Context: an optimization exercise on an open-source flow, tuned for small area, a short achievable clock period and few clock cycles per item. The choices shown serve that exercise and are no tape-out recipe.
Only the layout flow was run in this run; the RTL was not checked for function there.
No activity file was given, so power comes from the tool's default toggle rates.

--- config.mk ---
export PLATFORM = sky130hd
export DESIGN_NAME = lms_weight_update
export DESIGN_NICKNAME = lms_weight_update
export VERILOG_FILES = /design/flow/design.v
export SDC_FILE = /design/flow/constraint.sdc
export NUM_CORES = 4
export LEC_CHECK = 0
export CAP_MARGIN = 20
export CORE_MARGIN = 2
export CORE_UTILIZATION = 40
export SLEW_MARGIN = 20
export SYNTH_HIERARCHICAL = 1
export SYNTH_MINIMUM_KEEP_SIZE = 0
--- constraint.sdc ---
create_clock -name core_clock -period 9.0 [get_ports {clk}]
set_input_delay 1.8000 -clock core_clock [delete_from_list [all_inputs] [get_ports {clk}]]
set_output_delay 1.8000 -clock core_clock [all_outputs]
set_load 0.01 [all_outputs]
--- design.v ---
`timescale 1ns/1ns
`default_nettype none
package lms_pkg;
    localparam int NUM_TAPS  = 16;                  
    localparam int TAP_IDX_W = 4;                   
    localparam int ERR_W     = 11;                  
    localparam int REF_W     = 14;                  
    localparam int PROD_W    = ERR_W + REF_W;       
    localparam int WEIGHT_W  = 32;                  
    localparam int REFS_W    = NUM_TAPS * REF_W;
    localparam int BANK_W    = NUM_TAPS * WEIGHT_W;
    localparam logic [1:0] SEQ_IDLE  = 2'd0;        
    localparam logic [1:0] SEQ_ISSUE = 2'd1;        
    localparam logic [1:0] SEQ_DRAIN = 2'd2;        
endpackage
`default_nettype wire
`timescale 1ns/1ns
`default_nettype none
module lms_seq
(
    input  logic clk,
    input  logic rstn,
    input  logic start,          
    output logic accept,         
    output logic busy,           
    output logic done            
);
    assign busy   = 1'b0;
    assign accept = start;                          
    always_ff @(posedge clk or negedge rstn)
    begin
        if (!rstn)
            done <= 1'b0;
        else
            done <= accept;
    end
endmodule
`default_nettype wire
`timescale 1ns/1ns
`default_nettype none
module lms_mac
(
    input  logic                          clk,
    input  logic                          rstn,
    input  logic [lms_pkg::ERR_W-1:0]     err,
    input  logic                          accept,      
    input  logic [lms_pkg::REF_W-1:0]     ref_i,
    output logic [lms_pkg::WEIGHT_W-1:0]  w            
);
    logic [lms_pkg::WEIGHT_W-1:0] qw, dw;       
    logic [7:1]                 qk, dk;       
    logic [lms_pkg::WEIGHT_W-1:0] kv;           
    logic pp_0_0;
    logic pp_0_1;
    logic pp_0_2;
    logic pp_0_3;
    logic pp_0_4;
    logic pp_0_5;
    logic pp_0_6;
    logic pp_0_7;
    logic pp_0_8;
    logic pp_0_9;
    logic pp_0_10;
    logic pp_0_11;
    logic pp_0_12;
    logic pp_0_13;
    logic pp_1_0;
    logic pp_1_1;
    logic pp_1_2;
    logic pp_1_3;
    logic pp_1_4;
    logic pp_1_5;
    logic pp_1_6;
    logic pp_1_7;
    logic pp_1_8;
    logic pp_1_9;
    logic pp_1_10;
    logic pp_1_11;
    logic pp_1_12;
    logic pp_1_13;
    logic pp_2_0;
    logic pp_2_1;
    logic pp_2_2;
    logic pp_2_3;
    logic pp_2_4;
    logic pp_2_5;
    logic pp_2_6;
    logic pp_2_7;
    logic pp_2_8;
    logic pp_2_9;
    logic pp_2_10;
    logic pp_2_11;
    logic pp_2_12;
    logic pp_2_13;
    logic pp_3_0;
    logic pp_3_1;
    logic pp_3_2;
    logic pp_3_3;
    logic pp_3_4;
    logic pp_3_5;
    logic pp_3_6;
    logic pp_3_7;
    logic pp_3_8;
    logic pp_3_9;
    logic pp_3_10;
    logic pp_3_11;
    logic pp_3_12;
    logic pp_3_13;
    logic pp_4_0;
    logic pp_4_1;
    logic pp_4_2;
    logic pp_4_3;
    logic pp_4_4;
    logic pp_4_5;
    logic pp_4_6;
    logic pp_4_7;
    logic pp_4_8;
    logic pp_4_9;
    logic pp_4_10;
    logic pp_4_11;
    logic pp_4_12;
    logic pp_4_13;
    logic pp_5_0;
    logic pp_5_1;
    logic pp_5_2;
    logic pp_5_3;
    logic pp_5_4;
    logic pp_5_5;
    logic pp_5_6;
    logic pp_5_7;
    logic pp_5_8;
    logic pp_5_9;
    logic pp_5_10;
    logic pp_5_11;
    logic pp_5_12;
    logic pp_5_13;
    logic pp_6_0;
    logic pp_6_1;
    logic pp_6_2;
    logic pp_6_3;
    logic pp_6_4;
    logic pp_6_5;
    logic pp_6_6;
    logic pp_6_7;
    logic pp_6_8;
    logic pp_6_9;
    logic pp_6_10;
    logic pp_6_11;
    logic pp_6_12;
    logic pp_6_13;
    logic pp_7_0;
    logic pp_7_1;
    logic pp_7_2;
    logic pp_7_3;
    logic pp_7_4;
    logic pp_7_5;
    logic pp_7_6;
    logic pp_7_7;
    logic pp_7_8;
    logic pp_7_9;
    logic pp_7_10;
    logic pp_7_11;
    logic pp_7_12;
    logic pp_7_13;
    logic pp_8_0;
    logic pp_8_1;
    logic pp_8_2;
    logic pp_8_3;
    logic pp_8_4;
    logic pp_8_5;
    logic pp_8_6;
    logic pp_8_7;
    logic pp_8_8;
    logic pp_8_9;
    logic pp_8_10;
    logic pp_8_11;
    logic pp_8_12;
    logic pp_8_13;
    logic pp_9_0;
    logic pp_9_1;
    logic pp_9_2;
    logic pp_9_3;
    logic pp_9_4;
    logic pp_9_5;
    logic pp_9_6;
    logic pp_9_7;
    logic pp_9_8;
    logic pp_9_9;
    logic pp_9_10;
    logic pp_9_11;
    logic pp_9_12;
    logic pp_9_13;
    logic pp_10_0;
    logic pp_10_1;
    logic pp_10_2;
    logic pp_10_3;
    logic pp_10_4;
    logic pp_10_5;
    logic pp_10_6;
    logic pp_10_7;
    logic pp_10_8;
    logic pp_10_9;
    logic pp_10_10;
    logic pp_10_11;
    logic pp_10_12;
    logic pp_10_13;
    logic fs_0;
    logic fc_0;
    logic fs_1;
    logic fc_1;
    logic hs_0;
    logic hc_0;
    logic fs_2;
    logic fc_2;
    logic fs_3;
    logic fc_3;
    logic hs_1;
    logic hc_1;
    logic fs_4;
    logic fc_4;
    logic fs_5;
    logic fc_5;
    logic fs_6;
    logic fc_6;
    logic fs_7;
    logic fc_7;
    logic fs_8;
    logic fc_8;
    logic fs_9;
    logic fc_9;
    logic hs_2;
    logic hc_2;
    logic fs_10;
    logic fc_10;
    logic fs_11;
    logic fc_11;
    logic fs_12;
    logic fc_12;
    logic hs_3;
    logic hc_3;
    logic fs_13;
    logic fc_13;
    logic fs_14;
    logic fc_14;
    logic fs_15;
    logic fc_15;
    logic fs_16;
    logic fc_16;
    logic fs_17;
    logic fc_17;
    logic fs_18;
    logic fc_18;
    logic hs_4;
    logic hc_4;
    logic hs_5;
    logic hc_5;
    logic hs_6;
    logic hc_6;
    logic fs_19;
    logic fc_19;
    logic fs_20;
    logic fc_20;
    logic hs_7;
    logic hc_7;
    logic fs_21;
    logic fc_21;
    logic fs_22;
    logic fc_22;
    logic hs_8;
    logic hc_8;
    logic fs_23;
    logic fc_23;
    logic fs_24;
    logic fc_24;
    logic fs_25;
    logic fc_25;
    logic fs_26;
    logic fc_26;
    logic fs_27;
    logic fc_27;
    logic fs_28;
    logic fc_28;
    logic fs_29;
    logic fc_29;
    logic fs_30;
    logic fc_30;
    logic fs_31;
    logic fc_31;
    logic fs_32;
    logic fc_32;
    logic fs_33;
    logic fc_33;
    logic fs_34;
    logic fc_34;
    logic fs_35;
    logic fc_35;
    logic fs_36;
    logic fc_36;
    logic fs_37;
    logic fc_37;
    logic fs_38;
    logic fc_38;
    logic fs_39;
    logic fc_39;
    logic fs_40;
    logic fc_40;
    logic fs_41;
    logic fc_41;
    logic fs_42;
    logic fc_42;
    logic fs_43;
    logic fc_43;
    logic fs_44;
    logic fc_44;
    logic fs_45;
    logic fc_45;
    logic fs_46;
    logic fc_46;
    logic fs_47;
    logic fc_47;
    logic fs_48;
    logic fc_48;
    logic fs_49;
    logic fc_49;
    logic fs_50;
    logic fc_50;
    logic fs_51;
    logic fc_51;
    logic fs_52;
    logic fc_52;
    logic fs_53;
    logic fc_53;
    logic fs_54;
    logic fc_54;
    logic hs_9;
    logic hc_9;
    logic fs_55;
    logic fc_55;
    logic hs_10;
    logic hc_10;
    logic fs_56;
    logic fc_56;
    logic hs_11;
    logic hc_11;
    logic fs_57;
    logic fc_57;
    logic hs_12;
    logic hc_12;
    logic fs_58;
    logic fc_58;
    logic fs_59;
    logic fc_59;
    logic fs_60;
    logic fc_60;
    logic fs_61;
    logic fc_61;
    logic fs_62;
    logic fc_62;
    logic fs_63;
    logic fc_63;
    logic fs_64;
    logic fc_64;
    logic fs_65;
    logic fc_65;
    logic fs_66;
    logic fc_66;
    logic fs_67;
    logic fc_67;
    logic fs_68;
    logic fc_68;
    logic fs_69;
    logic fc_69;
    logic fs_70;
    logic fc_70;
    logic fs_71;
    logic fc_71;
    logic fs_72;
    logic fc_72;
    logic fs_73;
    logic fc_73;
    logic fs_74;
    logic fc_74;
    logic fs_75;
    logic fc_75;
    logic fs_76;
    logic fc_76;
    logic fs_77;
    logic fc_77;
    logic fs_78;
    logic fc_78;
    logic fs_79;
    logic fc_79;
    logic fs_80;
    logic fc_80;
    logic fs_81;
    logic fc_81;
    logic fs_82;
    logic fc_82;
    logic fs_83;
    logic fc_83;
    logic fs_84;
    logic fc_84;
    logic fs_85;
    logic fc_85;
    logic fs_86;
    logic fc_86;
    logic fs_87;
    logic fc_87;
    logic fs_88;
    logic fc_88;
    logic fs_89;
    logic fc_89;
    logic fs_90;
    logic fc_90;
    logic hs_13;
    logic hc_13;
    logic hs_14;
    logic hc_14;
    logic hs_15;
    logic hc_15;
    logic fs_91;
    logic fc_91;
    logic fs_92;
    logic fc_92;
    logic fs_93;
    logic fc_93;
    logic fs_94;
    logic fc_94;
    logic fs_95;
    logic fc_95;
    logic fs_96;
    logic fc_96;
    logic fs_97;
    logic fc_97;
    logic fs_98;
    logic fc_98;
    logic fs_99;
    logic fc_99;
    logic fs_100;
    logic fc_100;
    logic fs_101;
    logic fc_101;
    logic fs_102;
    logic fc_102;
    logic fs_103;
    logic fc_103;
    logic fs_104;
    logic fc_104;
    logic fs_105;
    logic fc_105;
    logic fs_106;
    logic fc_106;
    logic fs_107;
    logic fc_107;
    logic fs_108;
    logic fc_108;
    logic fs_109;
    logic fc_109;
    logic fs_110;
    logic fc_110;
    logic hs_16;
    logic hc_16;
    logic hs_17;
    logic hc_17;
    logic fs_111;
    logic fc_111;
    logic fs_112;
    logic fc_112;
    logic fs_113;
    logic fc_113;
    logic fs_114;
    logic fc_114;
    logic fs_115;
    logic fc_115;
    logic fs_116;
    logic fc_116;
    logic fs_117;
    logic fc_117;
    logic fs_118;
    logic fc_118;
    logic fs_119;
    logic fc_119;
    logic fs_120;
    logic fc_120;
    logic fs_121;
    logic fc_121;
    logic fs_122;
    logic fc_122;
    logic fs_123;
    logic fc_123;
    logic fs_124;
    logic fc_124;
    logic fs_125;
    logic fc_125;
    logic fs_126;
    logic fc_126;
    logic fs_127;
    logic fc_127;
    logic fs_128;
    logic fc_128;
    logic fs_129;
    logic fc_129;
    logic fs_130;
    logic fc_130;
    logic fs_131;
    logic fc_131;
    logic fs_132;
    logic fc_132;
    logic fs_133;
    logic fc_133;
    logic p_0;
    logic g_0;
    logic p_1;
    logic g_1;
    logic p_2;
    logic g_2;
    logic p_3;
    logic g_3;
    logic gi_0;
    logic G0_1;
    logic P0_1;
    logic G0_3;
    logic P0_3;
    logic G1_2;
    logic P1_2;
    logic G1_3;
    logic P1_3;
    logic p_4;
    logic g_4;
    logic p_5;
    logic g_5;
    logic p_6;
    logic g_6;
    logic p_7;
    logic g_7;
    logic gi_4;
    logic G0_5;
    logic P0_5;
    logic G0_7;
    logic P0_7;
    logic G1_6;
    logic P1_6;
    logic G1_7;
    logic P1_7;
    logic p_8;
    logic g_8;
    logic p_9;
    logic g_9;
    logic p_10;
    logic g_10;
    logic p_11;
    logic g_11;
    logic gi_8;
    logic G0_9;
    logic P0_9;
    logic G0_11;
    logic P0_11;
    logic G1_10;
    logic P1_10;
    logic G1_11;
    logic P1_11;
    logic p_12;
    logic g_12;
    logic p_13;
    logic g_13;
    logic p_14;
    logic g_14;
    logic p_15;
    logic g_15;
    logic gi_12;
    logic G0_13;
    logic P0_13;
    logic G0_15;
    logic P0_15;
    logic G1_14;
    logic P1_14;
    logic G1_15;
    logic P1_15;
    logic p_16;
    logic g_16;
    logic p_17;
    logic g_17;
    logic p_18;
    logic g_18;
    logic p_19;
    logic g_19;
    logic gi_16;
    logic G0_17;
    logic P0_17;
    logic G0_19;
    logic P0_19;
    logic G1_18;
    logic P1_18;
    logic G1_19;
    logic P1_19;
    logic p_20;
    logic g_20;
    logic p_21;
    logic g_21;
    logic p_22;
    logic g_22;
    logic p_23;
    logic g_23;
    logic gi_20;
    logic G0_21;
    logic P0_21;
    logic G0_23;
    logic P0_23;
    logic G1_22;
    logic P1_22;
    logic G1_23;
    logic P1_23;
    logic p_24;
    logic g_24;
    logic p_25;
    logic g_25;
    logic p_26;
    logic g_26;
    logic p_27;
    logic g_27;
    logic gi_24;
    logic G0_25;
    logic P0_25;
    logic G0_27;
    logic P0_27;
    logic G1_26;
    logic P1_26;
    logic G1_27;
    logic P1_27;
    logic p_28;
    logic g_28;
    logic p_29;
    logic g_29;
    logic p_30;
    logic g_30;
    logic p_31;
    logic g_31;
    logic gi_28;
    logic G0_29;
    logic P0_29;
    logic G0_31;
    logic P0_31;
    logic G1_30;
    logic P1_30;
    logic G1_31;
    logic P1_31;
    logic [lms_pkg::ERR_W-1:0] e;
    assign e = err & {lms_pkg::ERR_W{accept}};
    assign pp_0_0 = ~(e[0] & ref_i[0]);
    assign pp_0_1 = ~(e[0] & ref_i[1]);
    assign pp_0_2 = ~(e[0] & ref_i[2]);
    assign pp_0_3 = ~(e[0] & ref_i[3]);
    assign pp_0_4 = ~(e[0] & ref_i[4]);
    assign pp_0_5 = ~(e[0] & ref_i[5]);
    assign pp_0_6 = ~(e[0] & ref_i[6]);
    assign pp_0_7 = ~(e[0] & ref_i[7]);
    assign pp_0_8 = ~(e[0] & ref_i[8]);
    assign pp_0_9 = ~(e[0] & ref_i[9]);
    assign pp_0_10 = ~(e[0] & ref_i[10]);
    assign pp_0_11 = ~(e[0] & ref_i[11]);
    assign pp_0_12 = ~(e[0] & ref_i[12]);
    assign pp_0_13 = ~(e[0] & ref_i[13]);
    assign pp_1_0 = ~(e[1] & ref_i[0]);
    assign pp_1_1 = ~(e[1] & ref_i[1]);
    assign pp_1_2 = ~(e[1] & ref_i[2]);
    assign pp_1_3 = ~(e[1] & ref_i[3]);
    assign pp_1_4 = ~(e[1] & ref_i[4]);
    assign pp_1_5 = ~(e[1] & ref_i[5]);
    assign pp_1_6 = ~(e[1] & ref_i[6]);
    assign pp_1_7 = ~(e[1] & ref_i[7]);
    assign pp_1_8 = ~(e[1] & ref_i[8]);
    assign pp_1_9 = ~(e[1] & ref_i[9]);
    assign pp_1_10 = ~(e[1] & ref_i[10]);
    assign pp_1_11 = ~(e[1] & ref_i[11]);
    assign pp_1_12 = ~(e[1] & ref_i[12]);
    assign pp_1_13 = ~(e[1] & ref_i[13]);
    assign pp_2_0 = ~(e[2] & ref_i[0]);
    assign pp_2_1 = ~(e[2] & ref_i[1]);
    assign pp_2_2 = ~(e[2] & ref_i[2]);
    assign pp_2_3 = ~(e[2] & ref_i[3]);
    assign pp_2_4 = ~(e[2] & ref_i[4]);
    assign pp_2_5 = ~(e[2] & ref_i[5]);
    assign pp_2_6 = ~(e[2] & ref_i[6]);
    assign pp_2_7 = ~(e[2] & ref_i[7]);
    assign pp_2_8 = ~(e[2] & ref_i[8]);
    assign pp_2_9 = ~(e[2] & ref_i[9]);
    assign pp_2_10 = ~(e[2] & ref_i[10]);
    assign pp_2_11 = ~(e[2] & ref_i[11]);
    assign pp_2_12 = ~(e[2] & ref_i[12]);
    assign pp_2_13 = ~(e[2] & ref_i[13]);
    assign pp_3_0 = ~(e[3] & ref_i[0]);
    assign pp_3_1 = ~(e[3] & ref_i[1]);
    assign pp_3_2 = ~(e[3] & ref_i[2]);
    assign pp_3_3 = ~(e[3] & ref_i[3]);
    assign pp_3_4 = ~(e[3] & ref_i[4]);
    assign pp_3_5 = ~(e[3] & ref_i[5]);
    assign pp_3_6 = ~(e[3] & ref_i[6]);
    assign pp_3_7 = ~(e[3] & ref_i[7]);
    assign pp_3_8 = ~(e[3] & ref_i[8]);
    assign pp_3_9 = ~(e[3] & ref_i[9]);
    assign pp_3_10 = ~(e[3] & ref_i[10]);
    assign pp_3_11 = ~(e[3] & ref_i[11]);
    assign pp_3_12 = ~(e[3] & ref_i[12]);
    assign pp_3_13 = ~(e[3] & ref_i[13]);
    assign pp_4_0 = ~(e[4] & ref_i[0]);
    assign pp_4_1 = ~(e[4] & ref_i[1]);
    assign pp_4_2 = ~(e[4] & ref_i[2]);
    assign pp_4_3 = ~(e[4] & ref_i[3]);
    assign pp_4_4 = ~(e[4] & ref_i[4]);
    assign pp_4_5 = ~(e[4] & ref_i[5]);
    assign pp_4_6 = ~(e[4] & ref_i[6]);
    assign pp_4_7 = ~(e[4] & ref_i[7]);
    assign pp_4_8 = ~(e[4] & ref_i[8]);
    assign pp_4_9 = ~(e[4] & ref_i[9]);
    assign pp_4_10 = ~(e[4] & ref_i[10]);
    assign pp_4_11 = ~(e[4] & ref_i[11]);
    assign pp_4_12 = ~(e[4] & ref_i[12]);
    assign pp_4_13 = ~(e[4] & ref_i[13]);
    assign pp_5_0 = ~(e[5] & ref_i[0]);
    assign pp_5_1 = ~(e[5] & ref_i[1]);
    assign pp_5_2 = ~(e[5] & ref_i[2]);
    assign pp_5_3 = ~(e[5] & ref_i[3]);
    assign pp_5_4 = ~(e[5] & ref_i[4]);
    assign pp_5_5 = ~(e[5] & ref_i[5]);
    assign pp_5_6 = ~(e[5] & ref_i[6]);
    assign pp_5_7 = ~(e[5] & ref_i[7]);
    assign pp_5_8 = ~(e[5] & ref_i[8]);
    assign pp_5_9 = ~(e[5] & ref_i[9]);
    assign pp_5_10 = ~(e[5] & ref_i[10]);
    assign pp_5_11 = ~(e[5] & ref_i[11]);
    assign pp_5_12 = ~(e[5] & ref_i[12]);
    assign pp_5_13 = ~(e[5] & ref_i[13]);
    assign pp_6_0 = ~(e[6] & ref_i[0]);
    assign pp_6_1 = ~(e[6] & ref_i[1]);
    assign pp_6_2 = ~(e[6] & ref_i[2]);
    assign pp_6_3 = ~(e[6] & ref_i[3]);
    assign pp_6_4 = ~(e[6] & ref_i[4]);
    assign pp_6_5 = ~(e[6] & ref_i[5]);
    assign pp_6_6 = ~(e[6] & ref_i[6]);
    assign pp_6_7 = ~(e[6] & ref_i[7]);
    assign pp_6_8 = ~(e[6] & ref_i[8]);
    assign pp_6_9 = ~(e[6] & ref_i[9]);
    assign pp_6_10 = ~(e[6] & ref_i[10]);
    assign pp_6_11 = ~(e[6] & ref_i[11]);
    assign pp_6_12 = ~(e[6] & ref_i[12]);
    assign pp_6_13 = ~(e[6] & ref_i[13]);
    assign pp_7_0 = ~(e[7] & ref_i[0]);
    assign pp_7_1 = ~(e[7] & ref_i[1]);
    assign pp_7_2 = ~(e[7] & ref_i[2]);
    assign pp_7_3 = ~(e[7] & ref_i[3]);
    assign pp_7_4 = ~(e[7] & ref_i[4]);
    assign pp_7_5 = ~(e[7] & ref_i[5]);
    assign pp_7_6 = ~(e[7] & ref_i[6]);
    assign pp_7_7 = ~(e[7] & ref_i[7]);
    assign pp_7_8 = ~(e[7] & ref_i[8]);
    assign pp_7_9 = ~(e[7] & ref_i[9]);
    assign pp_7_10 = ~(e[7] & ref_i[10]);
    assign pp_7_11 = ~(e[7] & ref_i[11]);
    assign pp_7_12 = ~(e[7] & ref_i[12]);
    assign pp_7_13 = ~(e[7] & ref_i[13]);
    assign pp_8_0 = ~(e[8] & ref_i[0]);
    assign pp_8_1 = ~(e[8] & ref_i[1]);
    assign pp_8_2 = ~(e[8] & ref_i[2]);
    assign pp_8_3 = ~(e[8] & ref_i[3]);
    assign pp_8_4 = ~(e[8] & ref_i[4]);
    assign pp_8_5 = ~(e[8] & ref_i[5]);
    assign pp_8_6 = ~(e[8] & ref_i[6]);
    assign pp_8_7 = ~(e[8] & ref_i[7]);
    assign pp_8_8 = ~(e[8] & ref_i[8]);
    assign pp_8_9 = ~(e[8] & ref_i[9]);
    assign pp_8_10 = ~(e[8] & ref_i[10]);
    assign pp_8_11 = ~(e[8] & ref_i[11]);
    assign pp_8_12 = ~(e[8] & ref_i[12]);
    assign pp_8_13 = ~(e[8] & ref_i[13]);
    assign pp_9_0 = ~(e[9] & ref_i[0]);
    assign pp_9_1 = ~(e[9] & ref_i[1]);
    assign pp_9_2 = ~(e[9] & ref_i[2]);
    assign pp_9_3 = ~(e[9] & ref_i[3]);
    assign pp_9_4 = ~(e[9] & ref_i[4]);
    assign pp_9_5 = ~(e[9] & ref_i[5]);
    assign pp_9_6 = ~(e[9] & ref_i[6]);
    assign pp_9_7 = ~(e[9] & ref_i[7]);
    assign pp_9_8 = ~(e[9] & ref_i[8]);
    assign pp_9_9 = ~(e[9] & ref_i[9]);
    assign pp_9_10 = ~(e[9] & ref_i[10]);
    assign pp_9_11 = ~(e[9] & ref_i[11]);
    assign pp_9_12 = ~(e[9] & ref_i[12]);
    assign pp_9_13 = ~(e[9] & ref_i[13]);
    assign pp_10_0 = ~(e[10] & ref_i[0]);
    assign pp_10_1 = ~(e[10] & ref_i[1]);
    assign pp_10_2 = ~(e[10] & ref_i[2]);
    assign pp_10_3 = ~(e[10] & ref_i[3]);
    assign pp_10_4 = ~(e[10] & ref_i[4]);
    assign pp_10_5 = ~(e[10] & ref_i[5]);
    assign pp_10_6 = ~(e[10] & ref_i[6]);
    assign pp_10_7 = ~(e[10] & ref_i[7]);
    assign pp_10_8 = ~(e[10] & ref_i[8]);
    assign pp_10_9 = ~(e[10] & ref_i[9]);
    assign pp_10_10 = ~(e[10] & ref_i[10]);
    assign pp_10_11 = ~(e[10] & ref_i[11]);
    assign pp_10_12 = ~(e[10] & ref_i[12]);
    assign pp_10_13 = ~(e[10] & ref_i[13]);
    lms_fa u_fa_0 (.a(qw[8]), .b(qk[2]), .c(pp_0_8), .s(fs_0), .co(fc_0));
    lms_fa u_fa_1 (.a(qw[9]), .b(pp_0_9), .c(pp_1_8), .s(fs_1), .co(fc_1));
    lms_fa u_ha_0 (.a(pp_2_7), .b(pp_3_6), .c(1'b1), .s(hs_0), .co(hc_0));
    lms_fa u_fa_2 (.a(qw[10]), .b(pp_0_10), .c(pp_1_9), .s(fs_2), .co(fc_2));
    lms_fa u_fa_3 (.a(pp_2_8), .b(pp_3_7), .c(pp_4_6), .s(fs_3), .co(fc_3));
    lms_fa u_ha_1 (.a(pp_5_5), .b(pp_6_4), .c(1'b1), .s(hs_1), .co(hc_1));
    lms_fa u_fa_4 (.a(qw[11]), .b(pp_0_11), .c(pp_1_10), .s(fs_4), .co(fc_4));
    lms_fa u_fa_5 (.a(pp_2_9), .b(pp_3_8), .c(pp_4_7), .s(fs_5), .co(fc_5));
    lms_fa u_fa_6 (.a(pp_5_6), .b(pp_6_5), .c(pp_7_4), .s(fs_6), .co(fc_6));
    lms_fa u_fa_7 (.a(qw[12]), .b(qk[3]), .c(pp_0_12), .s(fs_7), .co(fc_7));
    lms_fa u_fa_8 (.a(pp_1_11), .b(pp_2_10), .c(pp_3_9), .s(fs_8), .co(fc_8));
    lms_fa u_fa_9 (.a(pp_4_8), .b(pp_5_7), .c(pp_6_6), .s(fs_9), .co(fc_9));
    lms_fa u_ha_2 (.a(pp_7_5), .b(pp_8_4), .c(1'b1), .s(hs_2), .co(hc_2));
    lms_fa u_fa_10 (.a(qw[13]), .b(pp_0_13), .c(pp_1_12), .s(fs_10), .co(fc_10));
    lms_fa u_fa_11 (.a(pp_2_11), .b(pp_3_10), .c(pp_4_9), .s(fs_11), .co(fc_11));
    lms_fa u_fa_12 (.a(pp_5_8), .b(pp_6_7), .c(pp_7_6), .s(fs_12), .co(fc_12));
    lms_fa u_ha_3 (.a(pp_8_5), .b(pp_9_4), .c(1'b1), .s(hs_3), .co(hc_3));
    lms_fa u_fa_13 (.a(qw[14]), .b(pp_1_13), .c(pp_2_12), .s(fs_13), .co(fc_13));
    lms_fa u_fa_14 (.a(pp_3_11), .b(pp_4_10), .c(pp_5_9), .s(fs_14), .co(fc_14));
    lms_fa u_fa_15 (.a(pp_6_8), .b(pp_7_7), .c(pp_8_6), .s(fs_15), .co(fc_15));
    lms_fa u_fa_16 (.a(qw[15]), .b(pp_2_13), .c(pp_3_12), .s(fs_16), .co(fc_16));
    lms_fa u_fa_17 (.a(pp_4_11), .b(pp_5_10), .c(pp_6_9), .s(fs_17), .co(fc_17));
    lms_fa u_fa_18 (.a(qw[16]), .b(qk[4]), .c(pp_3_13), .s(fs_18), .co(fc_18));
    lms_fa u_ha_4 (.a(pp_4_12), .b(pp_5_11), .c(1'b1), .s(hs_4), .co(hc_4));
    lms_fa u_ha_5 (.a(qw[17]), .b(pp_4_13), .c(1'b1), .s(hs_5), .co(hc_5));
    lms_fa u_ha_6 (.a(qw[4]), .b(qk[1]), .c(1'b1), .s(hs_6), .co(hc_6));
    lms_fa u_fa_19 (.a(qw[5]), .b(pp_0_5), .c(pp_1_4), .s(fs_19), .co(fc_19));
    lms_fa u_fa_20 (.a(qw[6]), .b(pp_0_6), .c(pp_1_5), .s(fs_20), .co(fc_20));
    lms_fa u_ha_7 (.a(pp_2_4), .b(pp_3_3), .c(1'b1), .s(hs_7), .co(hc_7));
    lms_fa u_fa_21 (.a(qw[7]), .b(pp_0_7), .c(pp_1_6), .s(fs_21), .co(fc_21));
    lms_fa u_fa_22 (.a(pp_2_5), .b(pp_3_4), .c(pp_4_3), .s(fs_22), .co(fc_22));
    lms_fa u_ha_8 (.a(pp_5_2), .b(pp_6_1), .c(1'b1), .s(hs_8), .co(hc_8));
    lms_fa u_fa_23 (.a(pp_1_7), .b(pp_2_6), .c(pp_3_5), .s(fs_23), .co(fc_23));
    lms_fa u_fa_24 (.a(pp_4_4), .b(pp_5_3), .c(pp_6_2), .s(fs_24), .co(fc_24));
    lms_fa u_fa_25 (.a(pp_7_1), .b(pp_8_0), .c(fs_0), .s(fs_25), .co(fc_25));
    lms_fa u_fa_26 (.a(pp_4_5), .b(pp_5_4), .c(pp_6_3), .s(fs_26), .co(fc_26));
    lms_fa u_fa_27 (.a(pp_7_2), .b(pp_8_1), .c(pp_9_0), .s(fs_27), .co(fc_27));
    lms_fa u_fa_28 (.a(fc_0), .b(fs_1), .c(hs_0), .s(fs_28), .co(fc_28));
    lms_fa u_fa_29 (.a(pp_7_3), .b(pp_8_2), .c(pp_9_1), .s(fs_29), .co(fc_29));
    lms_fa u_fa_30 (.a(pp_10_0), .b(fc_1), .c(hc_0), .s(fs_30), .co(fc_30));
    lms_fa u_fa_31 (.a(fs_2), .b(fs_3), .c(hs_1), .s(fs_31), .co(fc_31));
    lms_fa u_fa_32 (.a(pp_8_3), .b(pp_9_2), .c(pp_10_1), .s(fs_32), .co(fc_32));
    lms_fa u_fa_33 (.a(fc_2), .b(fc_3), .c(hc_1), .s(fs_33), .co(fc_33));
    lms_fa u_fa_34 (.a(fs_4), .b(fs_5), .c(fs_6), .s(fs_34), .co(fc_34));
    lms_fa u_fa_35 (.a(pp_9_3), .b(pp_10_2), .c(fc_4), .s(fs_35), .co(fc_35));
    lms_fa u_fa_36 (.a(fc_5), .b(fc_6), .c(fs_7), .s(fs_36), .co(fc_36));
    lms_fa u_fa_37 (.a(fs_8), .b(fs_9), .c(hs_2), .s(fs_37), .co(fc_37));
    lms_fa u_fa_38 (.a(pp_10_3), .b(fc_7), .c(fc_8), .s(fs_38), .co(fc_38));
    lms_fa u_fa_39 (.a(fc_9), .b(hc_2), .c(fs_10), .s(fs_39), .co(fc_39));
    lms_fa u_fa_40 (.a(fs_11), .b(fs_12), .c(hs_3), .s(fs_40), .co(fc_40));
    lms_fa u_fa_41 (.a(pp_9_5), .b(pp_10_4), .c(fc_10), .s(fs_41), .co(fc_41));
    lms_fa u_fa_42 (.a(fc_11), .b(fc_12), .c(hc_3), .s(fs_42), .co(fc_42));
    lms_fa u_fa_43 (.a(fs_13), .b(fs_14), .c(fs_15), .s(fs_43), .co(fc_43));
    lms_fa u_fa_44 (.a(pp_7_8), .b(pp_8_7), .c(pp_9_6), .s(fs_44), .co(fc_44));
    lms_fa u_fa_45 (.a(pp_10_5), .b(fc_13), .c(fc_14), .s(fs_45), .co(fc_45));
    lms_fa u_fa_46 (.a(fc_15), .b(fs_16), .c(fs_17), .s(fs_46), .co(fc_46));
    lms_fa u_fa_47 (.a(pp_6_10), .b(pp_7_9), .c(pp_8_8), .s(fs_47), .co(fc_47));
    lms_fa u_fa_48 (.a(pp_9_7), .b(pp_10_6), .c(fc_16), .s(fs_48), .co(fc_48));
    lms_fa u_fa_49 (.a(fc_17), .b(fs_18), .c(hs_4), .s(fs_49), .co(fc_49));
    lms_fa u_fa_50 (.a(pp_5_12), .b(pp_6_11), .c(pp_7_10), .s(fs_50), .co(fc_50));
    lms_fa u_fa_51 (.a(pp_8_9), .b(pp_9_8), .c(pp_10_7), .s(fs_51), .co(fc_51));
    lms_fa u_fa_52 (.a(fc_18), .b(hc_4), .c(hs_5), .s(fs_52), .co(fc_52));
    lms_fa u_fa_53 (.a(qw[18]), .b(pp_5_13), .c(pp_6_12), .s(fs_53), .co(fc_53));
    lms_fa u_fa_54 (.a(pp_7_11), .b(pp_8_10), .c(pp_9_9), .s(fs_54), .co(fc_54));
    lms_fa u_ha_9 (.a(pp_10_8), .b(hc_5), .c(1'b1), .s(hs_9), .co(hc_9));
    lms_fa u_fa_55 (.a(qw[19]), .b(pp_6_13), .c(pp_7_12), .s(fs_55), .co(fc_55));
    lms_fa u_ha_10 (.a(pp_8_11), .b(pp_9_10), .c(1'b1), .s(hs_10), .co(hc_10));
    lms_fa u_fa_56 (.a(qw[20]), .b(qk[5]), .c(pp_7_13), .s(fs_56), .co(fc_56));
    lms_fa u_ha_11 (.a(qw[3]), .b(pp_0_3), .c(1'b1), .s(hs_11), .co(hc_11));
    lms_fa u_fa_57 (.a(hs_6), .b(pp_0_4), .c(pp_1_3), .s(fs_57), .co(fc_57));
    lms_fa u_ha_12 (.a(pp_2_2), .b(pp_3_1), .c(1'b1), .s(hs_12), .co(hc_12));
    lms_fa u_fa_58 (.a(hc_6), .b(pp_2_3), .c(pp_3_2), .s(fs_58), .co(fc_58));
    lms_fa u_fa_59 (.a(pp_4_1), .b(pp_5_0), .c(fs_19), .s(fs_59), .co(fc_59));
    lms_fa u_fa_60 (.a(pp_4_2), .b(pp_5_1), .c(pp_6_0), .s(fs_60), .co(fc_60));
    lms_fa u_fa_61 (.a(fc_19), .b(fs_20), .c(hs_7), .s(fs_61), .co(fc_61));
    lms_fa u_fa_62 (.a(pp_7_0), .b(fc_20), .c(hc_7), .s(fs_62), .co(fc_62));
    lms_fa u_fa_63 (.a(fs_21), .b(fs_22), .c(hs_8), .s(fs_63), .co(fc_63));
    lms_fa u_fa_64 (.a(fc_21), .b(fc_22), .c(hc_8), .s(fs_64), .co(fc_64));
    lms_fa u_fa_65 (.a(fs_23), .b(fs_24), .c(fs_25), .s(fs_65), .co(fc_65));
    lms_fa u_fa_66 (.a(fc_23), .b(fc_24), .c(fs_26), .s(fs_66), .co(fc_66));
    lms_fa u_fa_67 (.a(fs_27), .b(fc_25), .c(fs_28), .s(fs_67), .co(fc_67));
    lms_fa u_fa_68 (.a(fc_26), .b(fc_27), .c(fs_29), .s(fs_68), .co(fc_68));
    lms_fa u_fa_69 (.a(fc_28), .b(fs_30), .c(fs_31), .s(fs_69), .co(fc_69));
    lms_fa u_fa_70 (.a(fc_29), .b(fs_32), .c(fc_30), .s(fs_70), .co(fc_70));
    lms_fa u_fa_71 (.a(fc_31), .b(fs_33), .c(fs_34), .s(fs_71), .co(fc_71));
    lms_fa u_fa_72 (.a(fc_32), .b(fc_33), .c(fc_34), .s(fs_72), .co(fc_72));
    lms_fa u_fa_73 (.a(fs_35), .b(fs_36), .c(fs_37), .s(fs_73), .co(fc_73));
    lms_fa u_fa_74 (.a(fc_35), .b(fc_36), .c(fc_37), .s(fs_74), .co(fc_74));
    lms_fa u_fa_75 (.a(fs_38), .b(fs_39), .c(fs_40), .s(fs_75), .co(fc_75));
    lms_fa u_fa_76 (.a(fc_38), .b(fc_39), .c(fc_40), .s(fs_76), .co(fc_76));
    lms_fa u_fa_77 (.a(fs_41), .b(fs_42), .c(fs_43), .s(fs_77), .co(fc_77));
    lms_fa u_fa_78 (.a(fs_44), .b(fc_41), .c(fc_42), .s(fs_78), .co(fc_78));
    lms_fa u_fa_79 (.a(fc_43), .b(fs_45), .c(fs_46), .s(fs_79), .co(fc_79));
    lms_fa u_fa_80 (.a(fc_44), .b(fs_47), .c(fc_45), .s(fs_80), .co(fc_80));
    lms_fa u_fa_81 (.a(fc_46), .b(fs_48), .c(fs_49), .s(fs_81), .co(fc_81));
    lms_fa u_fa_82 (.a(fc_47), .b(fs_50), .c(fs_51), .s(fs_82), .co(fc_82));
    lms_fa u_fa_83 (.a(fc_48), .b(fc_49), .c(fs_52), .s(fs_83), .co(fc_83));
    lms_fa u_fa_84 (.a(fc_50), .b(fc_51), .c(fs_53), .s(fs_84), .co(fc_84));
    lms_fa u_fa_85 (.a(fs_54), .b(fc_52), .c(hs_9), .s(fs_85), .co(fc_85));
    lms_fa u_fa_86 (.a(pp_10_9), .b(fc_53), .c(fc_54), .s(fs_86), .co(fc_86));
    lms_fa u_fa_87 (.a(fs_55), .b(hs_10), .c(hc_9), .s(fs_87), .co(fc_87));
    lms_fa u_fa_88 (.a(pp_8_12), .b(pp_9_11), .c(pp_10_10), .s(fs_88), .co(fc_88));
    lms_fa u_fa_89 (.a(fc_55), .b(hc_10), .c(fs_56), .s(fs_89), .co(fc_89));
    lms_fa u_fa_90 (.a(qw[21]), .b(pp_8_13), .c(pp_9_12), .s(fs_90), .co(fc_90));
    lms_fa u_ha_13 (.a(pp_10_11), .b(fc_56), .c(1'b1), .s(hs_13), .co(hc_13));
    lms_fa u_ha_14 (.a(qw[22]), .b(pp_9_13), .c(1'b1), .s(hs_14), .co(hc_14));
    lms_fa u_ha_15 (.a(qw[2]), .b(pp_0_2), .c(1'b1), .s(hs_15), .co(hc_15));
    lms_fa u_fa_91 (.a(pp_1_2), .b(pp_2_1), .c(pp_3_0), .s(fs_91), .co(fc_91));
    lms_fa u_fa_92 (.a(pp_4_0), .b(hc_11), .c(fs_57), .s(fs_92), .co(fc_92));
    lms_fa u_fa_93 (.a(fc_57), .b(hc_12), .c(fs_58), .s(fs_93), .co(fc_93));
    lms_fa u_fa_94 (.a(fc_58), .b(fs_60), .c(fc_59), .s(fs_94), .co(fc_94));
    lms_fa u_fa_95 (.a(fc_60), .b(fc_61), .c(fs_62), .s(fs_95), .co(fc_95));
    lms_fa u_fa_96 (.a(fc_62), .b(fc_63), .c(fs_64), .s(fs_96), .co(fc_96));
    lms_fa u_fa_97 (.a(fc_64), .b(fs_66), .c(fc_65), .s(fs_97), .co(fc_97));
    lms_fa u_fa_98 (.a(fc_66), .b(fs_68), .c(fc_67), .s(fs_98), .co(fc_98));
    lms_fa u_fa_99 (.a(fc_68), .b(fs_70), .c(fc_69), .s(fs_99), .co(fc_99));
    lms_fa u_fa_100 (.a(fc_70), .b(fc_71), .c(fs_72), .s(fs_100), .co(fc_100));
    lms_fa u_fa_101 (.a(fc_72), .b(fc_73), .c(fs_74), .s(fs_101), .co(fc_101));
    lms_fa u_fa_102 (.a(fc_74), .b(fc_75), .c(fs_76), .s(fs_102), .co(fc_102));
    lms_fa u_fa_103 (.a(fc_76), .b(fs_78), .c(fc_77), .s(fs_103), .co(fc_103));
    lms_fa u_fa_104 (.a(fc_78), .b(fs_80), .c(fc_79), .s(fs_104), .co(fc_104));
    lms_fa u_fa_105 (.a(fs_82), .b(fc_80), .c(fc_81), .s(fs_105), .co(fc_105));
    lms_fa u_fa_106 (.a(fc_82), .b(fs_84), .c(fc_83), .s(fs_106), .co(fc_106));
    lms_fa u_fa_107 (.a(fc_84), .b(fs_86), .c(fc_85), .s(fs_107), .co(fc_107));
    lms_fa u_fa_108 (.a(fs_88), .b(fc_86), .c(fs_89), .s(fs_108), .co(fc_108));
    lms_fa u_fa_109 (.a(fc_88), .b(fs_90), .c(fc_89), .s(fs_109), .co(fc_109));
    lms_fa u_fa_110 (.a(pp_10_12), .b(fc_90), .c(hs_14), .s(fs_110), .co(fc_110));
    lms_fa u_ha_16 (.a(qw[23]), .b(pp_10_13), .c(1'b1), .s(hs_16), .co(hc_16));
    lms_fa u_ha_17 (.a(qw[1]), .b(pp_0_1), .c(1'b1), .s(hs_17), .co(hc_17));
    lms_fa u_fa_111 (.a(pp_1_1), .b(pp_2_0), .c(hs_15), .s(fs_111), .co(fc_111));
    lms_fa u_fa_112 (.a(hc_15), .b(fs_91), .c(hs_11), .s(fs_112), .co(fc_112));
    lms_fa u_fa_113 (.a(fc_91), .b(hs_12), .c(fs_92), .s(fs_113), .co(fc_113));
    lms_fa u_fa_114 (.a(fc_92), .b(fs_93), .c(fs_59), .s(fs_114), .co(fc_114));
    lms_fa u_fa_115 (.a(fc_93), .b(fs_61), .c(fs_94), .s(fs_115), .co(fc_115));
    lms_fa u_fa_116 (.a(fs_63), .b(fc_94), .c(fs_95), .s(fs_116), .co(fc_116));
    lms_fa u_fa_117 (.a(fc_95), .b(fs_96), .c(fs_65), .s(fs_117), .co(fc_117));
    lms_fa u_fa_118 (.a(fc_96), .b(fs_67), .c(fs_97), .s(fs_118), .co(fc_118));
    lms_fa u_fa_119 (.a(fs_69), .b(fc_97), .c(fs_98), .s(fs_119), .co(fc_119));
    lms_fa u_fa_120 (.a(fs_71), .b(fc_98), .c(fs_99), .s(fs_120), .co(fc_120));
    lms_fa u_fa_121 (.a(fs_73), .b(fc_99), .c(fs_100), .s(fs_121), .co(fc_121));
    lms_fa u_fa_122 (.a(fs_75), .b(fc_100), .c(fs_101), .s(fs_122), .co(fc_122));
    lms_fa u_fa_123 (.a(fs_77), .b(fc_101), .c(fs_102), .s(fs_123), .co(fc_123));
    lms_fa u_fa_124 (.a(fs_79), .b(fc_102), .c(fs_103), .s(fs_124), .co(fc_124));
    lms_fa u_fa_125 (.a(fs_81), .b(fc_103), .c(fs_104), .s(fs_125), .co(fc_125));
    lms_fa u_fa_126 (.a(fs_83), .b(fc_104), .c(fs_105), .s(fs_126), .co(fc_126));
    lms_fa u_fa_127 (.a(fs_85), .b(fc_105), .c(fs_106), .s(fs_127), .co(fc_127));
    lms_fa u_fa_128 (.a(fs_87), .b(fc_106), .c(fs_107), .s(fs_128), .co(fc_128));
    lms_fa u_fa_129 (.a(fc_87), .b(fs_108), .c(fc_107), .s(fs_129), .co(fc_129));
    lms_fa u_fa_130 (.a(hs_13), .b(fc_108), .c(fs_109), .s(fs_130), .co(fc_130));
    lms_fa u_fa_131 (.a(hc_13), .b(fs_110), .c(fc_109), .s(fs_131), .co(fc_131));
    lms_fa u_fa_132 (.a(hc_14), .b(hs_16), .c(fc_110), .s(fs_132), .co(fc_132));
    lms_fa u_fa_133 (.a(qw[24]), .b(qk[6]), .c(hc_16), .s(fs_133), .co(fc_133));
    assign p_0 = qw[0] ^ pp_0_0;
    assign g_0 = qw[0] & pp_0_0;
    assign p_1 = pp_1_0 ^ hs_17;
    assign g_1 = pp_1_0 & hs_17;
    assign p_2 = hc_17 ^ fs_111;
    assign g_2 = hc_17 & fs_111;
    assign p_3 = fc_111 ^ fs_112;
    assign g_3 = fc_111 & fs_112;
    assign gi_0 = g_0 | p_0;
    assign G0_1 = g_1 | (p_1 & gi_0);
    assign P0_1 = p_1 & p_0;
    assign G0_3 = g_3 | (p_3 & g_2);
    assign P0_3 = p_3 & p_2;
    assign G1_2 = g_2 | (p_2 & G0_1);
    assign P1_2 = p_2 & P0_1;
    assign G1_3 = G0_3 | (P0_3 & G0_1);
    assign P1_3 = P0_3 & P0_1;
    assign dw[0] = ~p_0;
    assign dw[1] = p_1 ^ gi_0;
    assign dw[2] = p_2 ^ G0_1;
    assign dw[3] = p_3 ^ G1_2;
    assign dk[1] = G1_3;
    assign p_4 = fc_112 ^ fs_113;
    assign g_4 = fc_112 & fs_113;
    assign p_5 = fc_113 ^ fs_114;
    assign g_5 = fc_113 & fs_114;
    assign p_6 = fc_114 ^ fs_115;
    assign g_6 = fc_114 & fs_115;
    assign p_7 = fc_115 ^ fs_116;
    assign g_7 = fc_115 & fs_116;
    assign gi_4 = g_4 | p_4;
    assign G0_5 = g_5 | (p_5 & gi_4);
    assign P0_5 = p_5 & p_4;
    assign G0_7 = g_7 | (p_7 & g_6);
    assign P0_7 = p_7 & p_6;
    assign G1_6 = g_6 | (p_6 & G0_5);
    assign P1_6 = p_6 & P0_5;
    assign G1_7 = G0_7 | (P0_7 & G0_5);
    assign P1_7 = P0_7 & P0_5;
    assign dw[4] = ~p_4;
    assign dw[5] = p_5 ^ gi_4;
    assign dw[6] = p_6 ^ G0_5;
    assign dw[7] = p_7 ^ G1_6;
    assign dk[2] = G1_7;
    assign p_8 = fc_116 ^ fs_117;
    assign g_8 = fc_116 & fs_117;
    assign p_9 = fc_117 ^ fs_118;
    assign g_9 = fc_117 & fs_118;
    assign p_10 = fc_118 ^ fs_119;
    assign g_10 = fc_118 & fs_119;
    assign p_11 = fc_119 ^ fs_120;
    assign g_11 = fc_119 & fs_120;
    assign gi_8 = g_8 | p_8;
    assign G0_9 = g_9 | (p_9 & gi_8);
    assign P0_9 = p_9 & p_8;
    assign G0_11 = g_11 | (p_11 & g_10);
    assign P0_11 = p_11 & p_10;
    assign G1_10 = g_10 | (p_10 & G0_9);
    assign P1_10 = p_10 & P0_9;
    assign G1_11 = G0_11 | (P0_11 & G0_9);
    assign P1_11 = P0_11 & P0_9;
    assign dw[8] = ~p_8;
    assign dw[9] = p_9 ^ gi_8;
    assign dw[10] = p_10 ^ G0_9;
    assign dw[11] = p_11 ^ G1_10;
    assign dk[3] = G1_11;
    assign p_12 = fc_120 ^ fs_121;
    assign g_12 = fc_120 & fs_121;
    assign p_13 = fc_121 ^ fs_122;
    assign g_13 = fc_121 & fs_122;
    assign p_14 = fc_122 ^ fs_123;
    assign g_14 = fc_122 & fs_123;
    assign p_15 = fc_123 ^ fs_124;
    assign g_15 = fc_123 & fs_124;
    assign gi_12 = g_12 | p_12;
    assign G0_13 = g_13 | (p_13 & gi_12);
    assign P0_13 = p_13 & p_12;
    assign G0_15 = g_15 | (p_15 & g_14);
    assign P0_15 = p_15 & p_14;
    assign G1_14 = g_14 | (p_14 & G0_13);
    assign P1_14 = p_14 & P0_13;
    assign G1_15 = G0_15 | (P0_15 & G0_13);
    assign P1_15 = P0_15 & P0_13;
    assign dw[12] = ~p_12;
    assign dw[13] = p_13 ^ gi_12;
    assign dw[14] = p_14 ^ G0_13;
    assign dw[15] = p_15 ^ G1_14;
    assign dk[4] = G1_15;
    assign p_16 = fc_124 ^ fs_125;
    assign g_16 = fc_124 & fs_125;
    assign p_17 = fc_125 ^ fs_126;
    assign g_17 = fc_125 & fs_126;
    assign p_18 = fc_126 ^ fs_127;
    assign g_18 = fc_126 & fs_127;
    assign p_19 = fc_127 ^ fs_128;
    assign g_19 = fc_127 & fs_128;
    assign gi_16 = g_16 | p_16;
    assign G0_17 = g_17 | (p_17 & gi_16);
    assign P0_17 = p_17 & p_16;
    assign G0_19 = g_19 | (p_19 & g_18);
    assign P0_19 = p_19 & p_18;
    assign G1_18 = g_18 | (p_18 & G0_17);
    assign P1_18 = p_18 & P0_17;
    assign G1_19 = G0_19 | (P0_19 & G0_17);
    assign P1_19 = P0_19 & P0_17;
    assign dw[16] = ~p_16;
    assign dw[17] = p_17 ^ gi_16;
    assign dw[18] = p_18 ^ G0_17;
    assign dw[19] = p_19 ^ G1_18;
    assign dk[5] = G1_19;
    assign p_20 = fc_128 ^ fs_129;
    assign g_20 = fc_128 & fs_129;
    assign p_21 = fs_130 ^ fc_129;
    assign g_21 = fs_130 & fc_129;
    assign p_22 = fc_130 ^ fs_131;
    assign g_22 = fc_130 & fs_131;
    assign p_23 = fs_132 ^ fc_131;
    assign g_23 = fs_132 & fc_131;
    assign gi_20 = g_20 | p_20;
    assign G0_21 = g_21 | (p_21 & gi_20);
    assign P0_21 = p_21 & p_20;
    assign G0_23 = g_23 | (p_23 & g_22);
    assign P0_23 = p_23 & p_22;
    assign G1_22 = g_22 | (p_22 & G0_21);
    assign P1_22 = p_22 & P0_21;
    assign G1_23 = G0_23 | (P0_23 & G0_21);
    assign P1_23 = P0_23 & P0_21;
    assign dw[20] = ~p_20;
    assign dw[21] = p_21 ^ gi_20;
    assign dw[22] = p_22 ^ G0_21;
    assign dw[23] = p_23 ^ G1_22;
    assign dk[6] = G1_23;
    assign p_24 = fs_133 ^ fc_132;
    assign g_24 = fs_133 & fc_132;
    assign p_25 = qw[25] ^ fc_133;
    assign g_25 = qw[25] & fc_133;
    assign p_26 = qw[26] ^ 1'b1;
    assign g_26 = qw[26] & 1'b1;
    assign p_27 = qw[27] ^ 1'b1;
    assign g_27 = qw[27] & 1'b1;
    assign gi_24 = g_24 | p_24;
    assign G0_25 = g_25 | (p_25 & gi_24);
    assign P0_25 = p_25 & p_24;
    assign G0_27 = g_27 | (p_27 & g_26);
    assign P0_27 = p_27 & p_26;
    assign G1_26 = g_26 | (p_26 & G0_25);
    assign P1_26 = p_26 & P0_25;
    assign G1_27 = G0_27 | (P0_27 & G0_25);
    assign P1_27 = P0_27 & P0_25;
    assign dw[24] = ~p_24;
    assign dw[25] = p_25 ^ gi_24;
    assign dw[26] = p_26 ^ G0_25;
    assign dw[27] = p_27 ^ G1_26;
    assign dk[7] = G1_27;
    assign p_28 = qw[28] ^ qk[7];
    assign g_28 = qw[28] & qk[7];
    assign p_29 = qw[29] ^ 1'b1;
    assign g_29 = qw[29] & 1'b1;
    assign p_30 = qw[30] ^ 1'b1;
    assign g_30 = qw[30] & 1'b1;
    assign p_31 = qw[31] ^ 1'b1;
    assign g_31 = qw[31] & 1'b1;
    assign gi_28 = g_28 | p_28;
    assign G0_29 = g_29 | (p_29 & gi_28);
    assign P0_29 = p_29 & p_28;
    assign G0_31 = g_31 | (p_31 & g_30);
    assign P0_31 = p_31 & p_30;
    assign G1_30 = g_30 | (p_30 & G0_29);
    assign P1_30 = p_30 & P0_29;
    assign G1_31 = G0_31 | (P0_31 & G0_29);
    assign P1_31 = P0_31 & P0_29;
    assign dw[28] = ~p_28;
    assign dw[29] = p_29 ^ gi_28;
    assign dw[30] = p_30 ^ G0_29;
    assign dw[31] = p_31 ^ G1_30;
    always_ff @(posedge clk or negedge rstn)
    begin
        if (!rstn)
        begin
            qw <= '1;
            qk <= '1;
        end
        else
        begin
            qw <= dw;
            qk <= dk;
        end
    end
    assign kv = {1'b0, 1'b0, 1'b0, ~qk[7], 1'b0, 1'b0, 1'b0, ~qk[6], 1'b0, 1'b0, 1'b0, ~qk[5], 1'b0, 1'b0, 1'b0, ~qk[4], 1'b0, 1'b0, 1'b0, ~qk[3], 1'b0, 1'b0, 1'b0, ~qk[2], 1'b0, 1'b0, 1'b0, ~qk[1], 1'b0, 1'b0, 1'b0, 1'b0};
    assign w  = ~qw + kv;
endmodule
module lms_fa
(
    input  logic a,
    input  logic b,
    input  logic c,
    output logic s,
    output logic co
);
    assign s  = a ^ b ^ c;
    assign co = (a & b) | (a & c) | (b & c);
endmodule
`default_nettype wire
`timescale 1ns/1ns
`default_nettype none
module weight_bank
(
    input  logic                          clk,
    input  logic                          rstn,
    input  logic [lms_pkg::ERR_W-1:0]     err,
    input  logic                          accept,
    input  logic [lms_pkg::REFS_W-1:0]    refs,
    output logic [lms_pkg::BANK_W-1:0]    weights      
);
    for (genvar i = 0; i < lms_pkg::NUM_TAPS; i++)
    begin : g_tap
        lms_mac u_mac (
            .clk    (clk),
            .rstn   (rstn),
            .err    (err),
            .accept (accept),
            .ref_i  (refs[i * lms_pkg::REF_W +: lms_pkg::REF_W]),
            .w      (weights[i * lms_pkg::WEIGHT_W +: lms_pkg::WEIGHT_W])
        );
    end
endmodule
`default_nettype wire
`timescale 1ns/1ns
`default_nettype none
module lms_weight_update
(
    input  logic                       clk,
    input  logic                       rstn,
    input  logic                       start,      
    input  logic [lms_pkg::ERR_W-1:0]  err,        
    input  logic [lms_pkg::REFS_W-1:0] refs,       
    output logic                       busy,       
    output logic                       done,       
    output logic [lms_pkg::BANK_W-1:0] weights     
);
    logic accept;
    lms_seq u_seq (
        .clk    (clk),
        .rstn   (rstn),
        .start  (start),
        .accept (accept),
        .busy   (busy),
        .done   (done)
    );
    weight_bank u_bank (
        .clk     (clk),
        .rstn    (rstn),
        .err     (err),
        .accept  (accept),
        .refs    (refs),
        .weights (weights)
    );
endmodule
`default_nettype wire
--- flow/run.sh ---
#!/bin/bash
# Standard layout, with plain buffers on the ports instead of the delay
# buffers buffer_ports picks by default.
set -euo pipefail
export BUFFER_PORTS_ARGS="-buffer_cell sky130_fd_sc_hd__buf_2"
bash standard.sh finish > standard_flow.log 2>&1
--- standard.sh ---
#!/bin/bash
# synth_recipe.tcl (not shown) runs the flow's synth.tcl, then flattens the netlist and writes it again
# the make line also repeats each setting of config.mk as NAME=value (left out here)
make -C /OpenROAD-flow-scripts/flow DESIGN_CONFIG=/design/flow/config.mk WORK_HOME=/design/flow/orfs CLKGATE_MAP_FILE= SYNTH_SCRIPT=/design/flow/synth_recipe.tcl "${@:-finish}"
==> results.tsv <==
stage	metric	value	unit
route	viasPerCell	5.26	
logic_synthesis	ys_seq_area_share	15.8	%
clock_network	clk_latency	0.76	ns
floorplan	die_h	514	um
logic_synthesis	synth_area	104000	um2
logic_synthesis	synth_area_per_cell	10.9	um2
timing	rsz0062_at_grt	no	
timing	hold_violations	0	
clock_network	root_buffer	clkbuf_16	
critical_path	cp_cell_sequence	clkbuf_8 > buf_12 > and2_0 > nand2_1 > fa_1 > fa_1 > fa_1 > fa_1 > fa_1 > inv_1 > ha_1 > inv_1 > fa_1 > fa_1 > xor2_1	
grt	grt_pass1_wl	487	mm
critical_path	required	9.66	ns
clock_network	ctsHoldBuffers	0	
place	port_buffers	750	
critical_path	crit_top_cell	fa_1	
clock_network	clk_pin_slew	0.06	ns
grt	grt.busiest_layer	met2	
timing	fmax	0.144	GHz
timing	skew	0.0228	ns
cells_and_area	drive_gt1_share	17.0	%
clock_network	cts_max_path_buffers	3	
run	drv_cap	0	
critical_path	critPathBufInv	4	
logic_synthesis	synth_edf_count	0	
route	dr.pass1.iters	8	
timing	fin_crit_sh	77.3	%
floorplan	pin_count	752	
logic_synthesis	synthTopCellsByCount	fa_1, nand2_1, inv_1, dfstp_2, ha_1	
critical_path	start_kind	primary input	
power_and_ir_drop	power_density	450	nW/um2
timing	final_max_slew_viol_count	0	
critical_path	critPathKind	in2reg	
floorplan	die_area	264000	um2
power_and_ir_drop	vdd_drop_max	256	uV
grt	gr-usage-met1	30.3	%
place	dp_hpwl	242	mm
grt	use_met2	39.2	%
timing	slew_headroom	23.3	%
outcome	outcome	no timing/DRC/antenna violations	
route	drt_iter0_markers	4777	
cells_and_area	num-fill-cells	24211	
timing	fin_setup_tns	0	ns
hold_path	hp-class	reg2reg	
floorplan	die_w	514	um
power_and_ir_drop	power.leakage	42.9	nW
critical_path	arrival	7.62	ns
route	drt-wirelength-per-cell	22.2	um
route	drc_errors	0	
clock_network	cts_tree	done	
critical_path	end_kind	flop	
logic_synthesis	ys_async_sr_fraction	100	%
logic_synthesis	ys_ff_latch	625	
timing	fin_crit	6.96	ns
place	gp_congestion	0.905	
logic_synthesis	yosys_most_used_dff	dfstp_2	
cells_and_area	final_util	44.6	%
logic_synthesis	synthDistinctLibCells	42	
clock_network	cts.sinks	625	
grt	grt_max_degree	124	
grt	grtUsageMet3	5.74	%
floorplan	floorplan.initialDensity	40.1	%
clock_network	cts_resized	0	
grt	groute.usage.overall	23.9	%
critical_path	crit_family	adder cells	
route	totalWireLength	309	mm
critical_path	critPathMaxFanout	85	
logic_synthesis	yosysMostFrequentCell	fa_1	
timing	finalSetupViolCount	0	
cells_and_area	fin_nets	13697	
floorplan	core-area	259000	um2
logic_synthesis	ys.warnings.count	8	
logic_synthesis	synthTopCellsByArea	fa_1, dfstp_2, nand2_1	
grt	antenna_found_initial	92	
logic_synthesis	syn_inst	9556	
floorplan	rows	187	
clock_network	cts_made_buffers	93	
route	dr_total_vias	72923	
timing	worst_slew_pin_slew	1.15	ns
logic_synthesis	yosysTopAreaCell	fa_1	
timing	holdWs	0.528	ns
clock_network	cts.htree.levels	3	
logic_synthesis	yosysTopAreaCellShare	50.8	%
critical_path	critPathSlowestCell	and2_0	
clock_network	post_cts_buffers	0	
cells_and_area	area_delta_synth_final	11.1	%
route	ant_nets	0	
critical_path	slowest_delay	0.91	ns
grt	grt_overflow_total	0	
grt	grt_pass1_vias	83135	
## layout make-up
| type | count | area [um2] | area share, % |
|---|---|---|---|
| Inverter | 896 | 3360 | 2.91 |
| Tap cell | 3402 | 4260 | 3.68 |
| Clock buffer | 135 | 2700 | 2.33 |
| Antenna cell | 74 | 185 | 0.160 |
| Sequential cell | 625 | 16400 | 14.2 |
| Multi-Input combinational cell | 7873 | 83700 | 72.3 |
| Clock inverter | 37 | 573 | 0.495 |
| Timing Repair Buffer | 834 | 4500 | 3.89 |
## flip-flops by register name (all words and copies together), names as in the netlist
name,cells
u_bank.g_tap.u_mac.qw,512
u_seq.done,1
u_bank.g_tap.u_mac.qk,112
## modules after synthesis, one instance, submodules excluded, a selection
module	copies in the design	area (um2)	cells inside
lms_mac	16	3460	445
lms_seq	1	43.8	4
lms_fa	2432	20.0	1
## final timing paths
| check | from | endpoint | slack (ns) | depth (start not counted) |
|---|---|---|---|---|
| max in group asynchronous | rstn | u_bank.g_tap[8].u_mac.qw[28]$_DFF_PN1_ | 6.17 | 3 |
| worst min-delay path | u_bank.g_tap[8].u_mac.qw[31]$_DFF_PN1_ | u_bank.g_tap[8].u_mac.qw[31]$_DFF_PN1_ | 0.53 | 1 |
| min in group asynchronous | rstn | u_bank.g_tap[13].u_mac.qw[23]$_DFF_PN1_ | 1.38 | 1 |
| worst max register to register | u_bank.g_tap[7].u_mac.qw[10]$_DFF_PN1_ | u_bank.g_tap[7].u_mac.qw[15]$_DFF_PN1_ | 4.69 | 11 |
| worst max-delay path | start | u_bank.g_tap[3].u_mac.qw[15]$_DFF_PN1_ | 2.04 | 15 |
| worst min register to register | u_bank.g_tap[8].u_mac.qw[31]$_DFF_PN1_ | u_bank.g_tap[8].u_mac.qw[31]$_DFF_PN1_ | 0.53 | 1 |
## worst register-to-register path: stages (launching register included)
cell and delay (ns):
dfstp_2 0.65, fa_1 0.46, fa_1 0.46, fa_1 0.48
fa_1 0.54, fa_1 0.43, inv_1 0.07, ha_1 0.13
inv_1 0.05, fa_1 0.41, fa_1 0.41, xor2_1 0.18
## power breakdown
part / switching, mW / internal [mW] / total [mW]
registers: 2.31 / 6.57 / 8.89
logic: 21.0 / 18.1 / 39.1
clock network: 1.60 / 2.42 / 4.02
## metrics by stage
step,cells,power (mW),setup WS (ns),cell area [um2]
floorplan,9828,36.6,2.49,105000
global placement,13628,46.9,1.40,112000
detailed placement,13630,48.1,1.37,112000
CTS,13802,52.8,2.19,115000
global route,13844,58.3,1.92,116000
finish,13876,52.0,2.04,116000
## cell families after synthesis
| family | Yosys count | share of synthesized area [%] |
|---|---|---|
| AO/OA/AOI/OAI | 480 | 3.54 |
| XOR/XNOR | 496 | 4.29 |
| adder cells (fa/ha/maj) | 3136 | 56.7 |
| buffers and inverters | 1330 | 4.80 |
| flip-flops | 625 | 15.8 |
| other | 17 | 0.0613 |
| AND/OR/NAND/NOR | 3472 | 14.8 |
## per-layer routing
layer	part of all wire [%]	vias to the layer above	wire length, um
met1	39	38614	120000
met2	49	2989	150000
met3	8.3	614	25500
li1	-	30638	-
met4	4.2	68	12900
met5	0.14	-	439
## cells in the final DEF, fill, tap and decap left out, types with 86 or more instances in the layout
master / synthesis / layout
fa_1: 2640 / 2640
nand2_1: 2576 / 2576
inv_1: 896 / 896
buf_2: 0 / 740
dfstp_2: 624 / 624
ha_1: 496 / 496
conb_1: 17 / 289
nor2_1: 256 / 256
xor2_1: 240 / 240
xnor2_1: 240 / 240
a21o_1: 240 / 240
and2_0: 144 / 142
nor3_1: 128 / 128
clkbuf_16: 0 / 94
buf_4: 2 / 86

port drivers added, routing unchanged:
Ports are ideal in the flow. The routed layout listed here was re-timed in OpenROAD.
Step 1, drivers: a clkbuf_16 drives clk and a buf_2 each remaining input, both assumed.
Step 2 moves the port delays by t, midway between the first and last clock arrival at a register: inputs arrive t later, outputs are due t later. That takes back most of the time a late clock gives input paths.
Slacks: ideal ports / drivers / drivers and shift; pairs: ideal ports / drivers.
t, ns: 0.844
setup WS [ns]: 2.044 / 2.100 / 1.256
hold slack, ns: 0.528 / 0.528 / 0.528
clock arrival spread, ns: 0.032 / 0.032
After both steps this run still meets setup and hold. For this run, drivers alone change the setup slack by +0.056 ns; drivers and shift together by -0.788 ns.
